From an optimization exercise on the open Yosys and OpenROAD flow, aimed at small area, a short achievable clock period and few clock cycles per item; shortcuts taken in it are not production practice. Where RTL was checked, it was by simulation tests only, not by an equivalence proof against the original. No driver is modelled on the clock port, so clock power and skew are understated where the tree is cut down; a real chip needs a root buffer or a tree. Power is estimated from default activity; no workload was simulated.

## P
// rolling_hash_string_search
module rolling_hash_string_search (
  input  wire logic                   clk,
  input  wire logic                   rst,
  input  wire logic                   cfg_write_enable,
  input  wire logic [rhss_pkg::CFG_INDEX_W-1:0] cfg_index,
  input  wire logic [rhss_pkg::CFG_DATA_W-1:0]  cfg_data,
  input  wire logic                   text_valid,
  output wire logic                   text_ready,
  input  wire logic [rhss_pkg::BYTE_W-1:0]      text_byte,
  input  wire logic                   text_last,
  output wire logic                   result_valid,
  input  wire logic                   result_ready,
  output wire logic                   result_found,
  output wire logic [rhss_pkg::POSITION_W-1:0]  result_position
);
For scale: roughly 1100 cells after synthesis, ~350 flip-flops, about 120 I/O pins, about 0.015 sq mm of cells after synthesis.
clock: 11.0 ns
lec_check: 0
cap_margin: 20
core_margin: 2
core_utilization: 40
slew_margin: 20
standard.sh (not shown) runs the stock make flow with config.mk's settings and CLKGATE_MAP_FILE= SYNTH_SCRIPT=/design/flow/synth_recipe.tcl, a recipe that flattens the netlist after the stock synthesis.
==> flow/flow/run.sh <==
#!/bin/bash
set -euo pipefail
source flow/settings.sh
bash standard.sh "${ARGS[@]}" cts > make_cts.log 2>&1
openroad -no_init -exit flow/clock_root.tcl > clock_root.log 2>&1
bash standard.sh "${ARGS[@]}" finish > make_finish.log 2>&1
==> flow/flow/clock_root.tcl <==
set odb_file orfs/results/sky130hd/rolling_hash_string_search/base/4_cts.odb
read_db $odb_file
set block [ord::get_db_block]
set port_net [[$block findBTerm clk] getNet]
set iterms [$port_net getITerms]
if {[llength $iterms] != 1} {
  puts "clock port drives [llength $iterms] pins; tree left as is"
} else {
  set root [[lindex $iterms 0] getInst]
  set out_net [[$root findITerm X] getNet]
  set loads {}
  foreach it [$out_net getITerms] {
    if {[$it getInst] != $root} { lappend loads $it }
  }
  if {[llength $loads] > 4} {
    puts "root buffer [$root getName] drives [llength $loads] pins; tree left as is"
  } else {
    foreach it $loads {
      puts "moving [[$it getInst] getName]/[[$it getMTerm] getName] to the clock port"
      $it disconnect
      $it connect $port_net
    }
    puts "removing root buffer [$root getName] ([[$root getMaster] getName])"
    odb::dbInst_destroy $root
    odb::dbNet_destroy $out_net
    write_db $odb_file
  }
}
==> flow/flow/settings.sh <==
# Extra ORFS make settings for standard.sh
ARGS=(
  SETUP_SLACK_MARGIN=8.0
  REMOVE_ABC_BUFFERS=1
  "CTS_ARGS=-sink_clustering_enable -repair_clock_nets -sink_clustering_size 25 -sink_clustering_max_diameter 120 -dont_use_dummy_load"
  "BUFFER_PORTS_ARGS=-buffer_cell sky130_fd_sc_hd__buf_1"
)
Per the final summary, P finished and its layout is clean on timing, DRC and antenna.
Here is what was changed in the inputs of Q compared with P.
# P
export LEC_CHECK = 0
export CAP_MARGIN = 20
export CORE_MARGIN = 2
export CORE_UTILIZATION = 40
export SLEW_MARGIN = 20
create_clock -name core_clock -period 11.0 [get_ports {clk}]
# Q
export LEC_CHECK = 0
export CAP_MARGIN = 20
export CORE_MARGIN = 2
export CORE_UTILIZATION = 55
export PLACE_DENSITY = 0.8
export SLEW_MARGIN = 20
export TNS_END_PERCENT = 0
create_clock -name core_clock -period 11.0 [get_ports {clk}]
[summary]
P -> Q: total internal power decreased by a few percent. The run with more routed wire is P, not Q. Fraction of area in registers in Q is 2.4 points above P. Compared to P, Q has die area 0.011 sq mm lower. In Q the slew at the pin closest to its max-slew limit turned out 0.096 ns higher than in P. Of the two values seen for kind of critical path, input port to flop was produced by Q and flop to output port by P.
Input-level comparison between R and Q:
# Q
export LEC_CHECK = 0
export CAP_MARGIN = 20
export CORE_MARGIN = 2
export CORE_UTILIZATION = 55
export PLACE_DENSITY = 0.8
export SLEW_MARGIN = 20
export TNS_END_PERCENT = 0
create_clock -name core_clock -period 11.0 [get_ports {clk}]
# R
export LEC_CHECK = 0
export CAP_MARGIN = 20
export CORE_MARGIN = 2
export CORE_UTILIZATION = 40
export PLACE_DENSITY = 0.85
export SLEW_MARGIN = 20
create_clock -name core_clock -period 11.0 [get_ports {clk}]
Against Q, global-route wire length before repair in R came out worse. Of R and Q, the run reporting the lower last weighted congestion value of the routability-driven placer was Q. Overall power of the completed layout: R vs Q up 2.0%. On count of non-filler cells in the finished layout: between R and Q, it ends up higher for R. R vs Q: half-perimeter wire length after placement up by a little under 10%. R vs Q — minimum hold slack rose 0.017 ns. | relative area of clock buffers and inverters in the final design | Q vs R | ≈ equal |. Looking at capturing instance or port of the critical path, the pat_word[3][14] result is from Q; the pat_word[3][5] one comes from R.
--- input diff R..S ---
# R
export LEC_CHECK = 0
export CAP_MARGIN = 20
export CORE_MARGIN = 2
export CORE_UTILIZATION = 40
export PLACE_DENSITY = 0.85
export SLEW_MARGIN = 20
create_clock -name core_clock -period 11.0 [get_ports {clk}]
# S
export LEC_CHECK = 0
export CAP_MARGIN = 20
export CORE_MARGIN = 2
export CORE_UTILIZATION = 55
export PLACE_DENSITY = 0.8
export SLEW_MARGIN = 20
create_clock -name core_clock -period 11.0 [get_ports {clk}]
==> run notes <==
Between R and S, worst hold slack after final layout is higher for R, S comes in under that.
Compared to R, S has slack of the critical path 0.016 ns higher.
S vs R — final layout net count rose 11.
The non-clock buffer contribution to total cell area reported for S is greater than that of R by 1.2 points.
Cell-internal power across R and S: no real change.
The following lists how T was set up differently from S:
# S
export LEC_CHECK = 0
export CAP_MARGIN = 20
export CORE_MARGIN = 2
export CORE_UTILIZATION = 55
export PLACE_DENSITY = 0.8
export SLEW_MARGIN = 20
create_clock -name core_clock -period 11.0 [get_ports {clk}]
# T
export LEC_CHECK = 0
export CAP_MARGIN = 20
export CORE_MARGIN = 2
export CORE_UTILIZATION = 40
export PLACE_DENSITY = 0.85
export SLEW_MARGIN = 20
export TNS_END_PERCENT = 0
create_clock -name core_clock -period 11.0 [get_ports {clk}]
- T ended with every stage complete and zero timing, DRC or antenna violations.
- From S to T the numbers moved as follows: switching power total fell 19 uW; met1 routed wirelength after detailed routing did not really move; global-route wire length before repair went up 1700 um; worst hold margin has remained practically unchanged; starting utilization of the core area lost 15 points.
- Setup slack for T: 0.0038 ns down relative to S
- Taking S as the reference, in T met3 track utilization from global routing lost 0.16 points, post-place setup slack picked up an extra 0.24 ns.
Function was not checked in any run of this note: the RTL went through the layout flow alone.

---

rolling_hash_string_search, a different RTL version from the one above (not shown whole).
Size: ~1100 cells after synthesis, ~120 I/O pins, about 15000 um^2 of cells after synthesis.
// rolling_hash_string_search
module rolling_hash_string_search (
  input  wire logic                   clk,
  input  wire logic                   rst,
  input  wire logic                   cfg_write_enable,
  input  wire logic [rhss_pkg::CFG_INDEX_W-1:0] cfg_index,
  input  wire logic [rhss_pkg::CFG_DATA_W-1:0]  cfg_data,
  input  wire logic                   text_valid,
  output wire logic                   text_ready,
  input  wire logic [rhss_pkg::BYTE_W-1:0]      text_byte,
  input  wire logic                   text_last,
  output wire logic                   result_valid,
  input  wire logic                   result_ready,
  output wire logic                   result_found,
  output wire logic [rhss_pkg::POSITION_W-1:0]  result_position
);
clock: 11.0 ns
lec_check: 0
cap_margin: 20
core_margin: 2
core_utilization: 55
place_density: 0.8
slew_margin: 20
==> flow/flow/out_iso.tcl <==
# Give each output port's register a net of its own: when the register that drives an
# output port's buffer also drives other logic, move that other logic behind a new
# buffer, so the register's output sees only the port buffer. Then legalize placement.
set odb_file orfs/results/sky130hd/rolling_hash_string_search/base/4_cts.odb
read_liberty $::env(FLOW_HOME)/platforms/sky130hd/lib/sky130_fd_sc_hd__tt_025C_1v80.lib
read_db $odb_file
read_sdc orfs/results/sky130hd/rolling_hash_string_search/base/4_cts.sdc
set block [ord::get_db_block]
set count 0
foreach bterm [$block getBTerms] {
  if {[$bterm getIoType] ne "OUTPUT"} continue
  set pnet [$bterm getNet]
  # the port buffer drives the port
  set obuf ""
  foreach it [$pnet getITerms] { if {[$it isOutputSignal]} { set obuf [$it getInst] } }
  if {$obuf eq ""} continue
  set in_net [[$obuf findITerm A] getNet]
  if {$in_net eq "NULL"} continue
  set drv ""
  set others {}
  foreach it [$in_net getITerms] {
    if {[$it isOutputSignal]} { set drv $it; continue }
    if {[$it getInst] == $obuf} continue
    lappend others "[[$it getInst] getName]/[[$it getMTerm] getName]"
  }
  if {$drv eq "" || [llength $others] == 0} continue
  set master [[$drv getInst] getMaster]
  if {![$master isSequential]} continue
  insert_buffer -buffer_cell sky130_fd_sc_hd__buf_2 -net [$in_net getName] -load_pins [get_pins $others]
  incr count
}
puts "isolated $count output registers"
detailed_placement
check_placement
write_db $odb_file
==> flow/flow/settings.sh <==
# Extra ORFS make settings for standard.sh
ARGS=(
  SETUP_SLACK_MARGIN=8.05
  REMOVE_ABC_BUFFERS=1
  "CTS_ARGS=-sink_clustering_enable -repair_clock_nets -sink_clustering_size 25 -sink_clustering_max_diameter 120 -dont_use_dummy_load"
  "BUFFER_PORTS_ARGS=-buffer_cell sky130_fd_sc_hd__buf_1"
)
Scripts as last shown in full above: flow/flow/run.sh, flow/flow/clock_root.tcl
The first run produced a clean layout.
Testbench counts at the start, summed over its fixed seeds: cycles 37,214, bytes 37,092.
Change:
--- a/flow/flow/settings.sh
+++ b/flow/flow/settings.sh
@@ -3 +3 @@
-  SETUP_SLACK_MARGIN=8.05
+  SETUP_SLACK_MARGIN=8.0
removed: flow/flow/out_iso.tcl
Sequential power hardly moves.
Synthesized area stays the same.
Worst setup slack gets better by 0.013 ns.
Power is about the same.
Global-route usage shrinks by 0.81 points.
Die area stays the same.
Change:
==> flow/flow/out_iso.tcl (new file) <==
# Give each output port's register a net of its own: when the register that drives an
# output port's buffer also drives other logic, move that other logic behind a new
# buffer, so the register's output sees only the port buffer. Then legalize placement.
set odb_file orfs/results/sky130hd/rolling_hash_string_search/base/4_cts.odb
read_liberty $::env(FLOW_HOME)/platforms/sky130hd/lib/sky130_fd_sc_hd__tt_025C_1v80.lib
read_db $odb_file
read_sdc orfs/results/sky130hd/rolling_hash_string_search/base/4_cts.sdc
set block [ord::get_db_block]
set count 0
foreach bterm [$block getBTerms] {
  if {[$bterm getIoType] ne "OUTPUT"} continue
  set pnet [$bterm getNet]
  # the port buffer drives the port
  set obuf ""
  foreach it [$pnet getITerms] { if {[$it isOutputSignal]} { set obuf [$it getInst] } }
  if {$obuf eq ""} continue
  set in_net [[$obuf findITerm A] getNet]
  if {$in_net eq "NULL"} continue
  set drv ""
  set others {}
  foreach it [$in_net getITerms] {
    if {[$it isOutputSignal]} { set drv $it; continue }
    if {[$it getInst] == $obuf} continue
    lappend others "[[$it getInst] getName]/[[$it getMTerm] getName]"
  }
  if {$drv eq "" || [llength $others] == 0} continue
  set master [[$drv getInst] getMaster]
  if {![$master isSequential]} continue
  insert_buffer -buffer_cell sky130_fd_sc_hd__buf_2 -net [$in_net getName] -load_pins [get_pins $others]
  incr count
}
puts "isolated $count output registers"
detailed_placement
check_placement
write_db $odb_file
==> flow/flow/settings.sh (replaced) <==
# Extra ORFS make settings for standard.sh
ARGS=(
  SETUP_SLACK_MARGIN=8.0
  REMOVE_ABC_BUFFERS=1
  "CTS_ARGS=-sink_clustering_enable -repair_clock_nets -sink_clustering_size 30 -sink_clustering_max_diameter 80 -dont_use_dummy_load"
  "BUFFER_PORTS_ARGS=-buffer_cell sky130_fd_sc_hd__buf_1"
)
What happened: Synthesized cell count does not change. Core utilization shrinks by 0.69 points. Die area stays the same. Critical path depth grows by 5. Non-clock buffer count shrinks by 4. Global-route usage barely changes. Clock-buffer cell count shrinks by 2. Combinational power shrinks slightly. Worst hold slack barely changes. Worst setup slack is worse by 0.024 ns. Power shrinks by a few percent.

[re-timing with driven ports]
No port has a modelled driver above. Below, the same layouts with a new extraction and two added sets of constraints. Step 1, drivers: a clkbuf_16 drives clk and a buf_2 each remaining input, both assumed. Step 2 moves the port delays by t, midway between the first and last clock arrival at a register: inputs arrive t later, outputs are due t later. That takes back most of the time a late clock gives input paths. Three values: ideal, step 1, step 2; two values: the first two.
run	t, ns	setup WS [ns]	worst hold slack (ns)
P	0.438	7.904 / 7.840 / 7.509	0.465 / 0.465 / 0.465
Q	0.426	7.796 / 7.824 / 7.398	0.457 / 0.457 / 0.457
R	0.439	7.908 / 7.851 / 7.515	0.474 / 0.474 / 0.474
S	0.424	7.924 / 7.867 / 7.552	0.467 / 0.467 / 0.467
T	0.437	7.921 / 7.855 / 7.524	0.465 / 0.465 / 0.465
the first run of note 2	0.440	7.959 / 7.896 / 7.534	0.510 / 0.510 / 0.510
the second run of note 2	0.433	7.972 / 7.906 / 7.531	0.507 / 0.507 / 0.507
the third run of note 2	0.414	7.948 / 7.893 / 7.512	0.507 / 0.507 / 0.507
After both steps setup and hold are still met in every run listed. For the second run of note 2, which loses most, drivers alone change the setup slack by -0.066 ns; drivers and shift together by -0.441 ns.
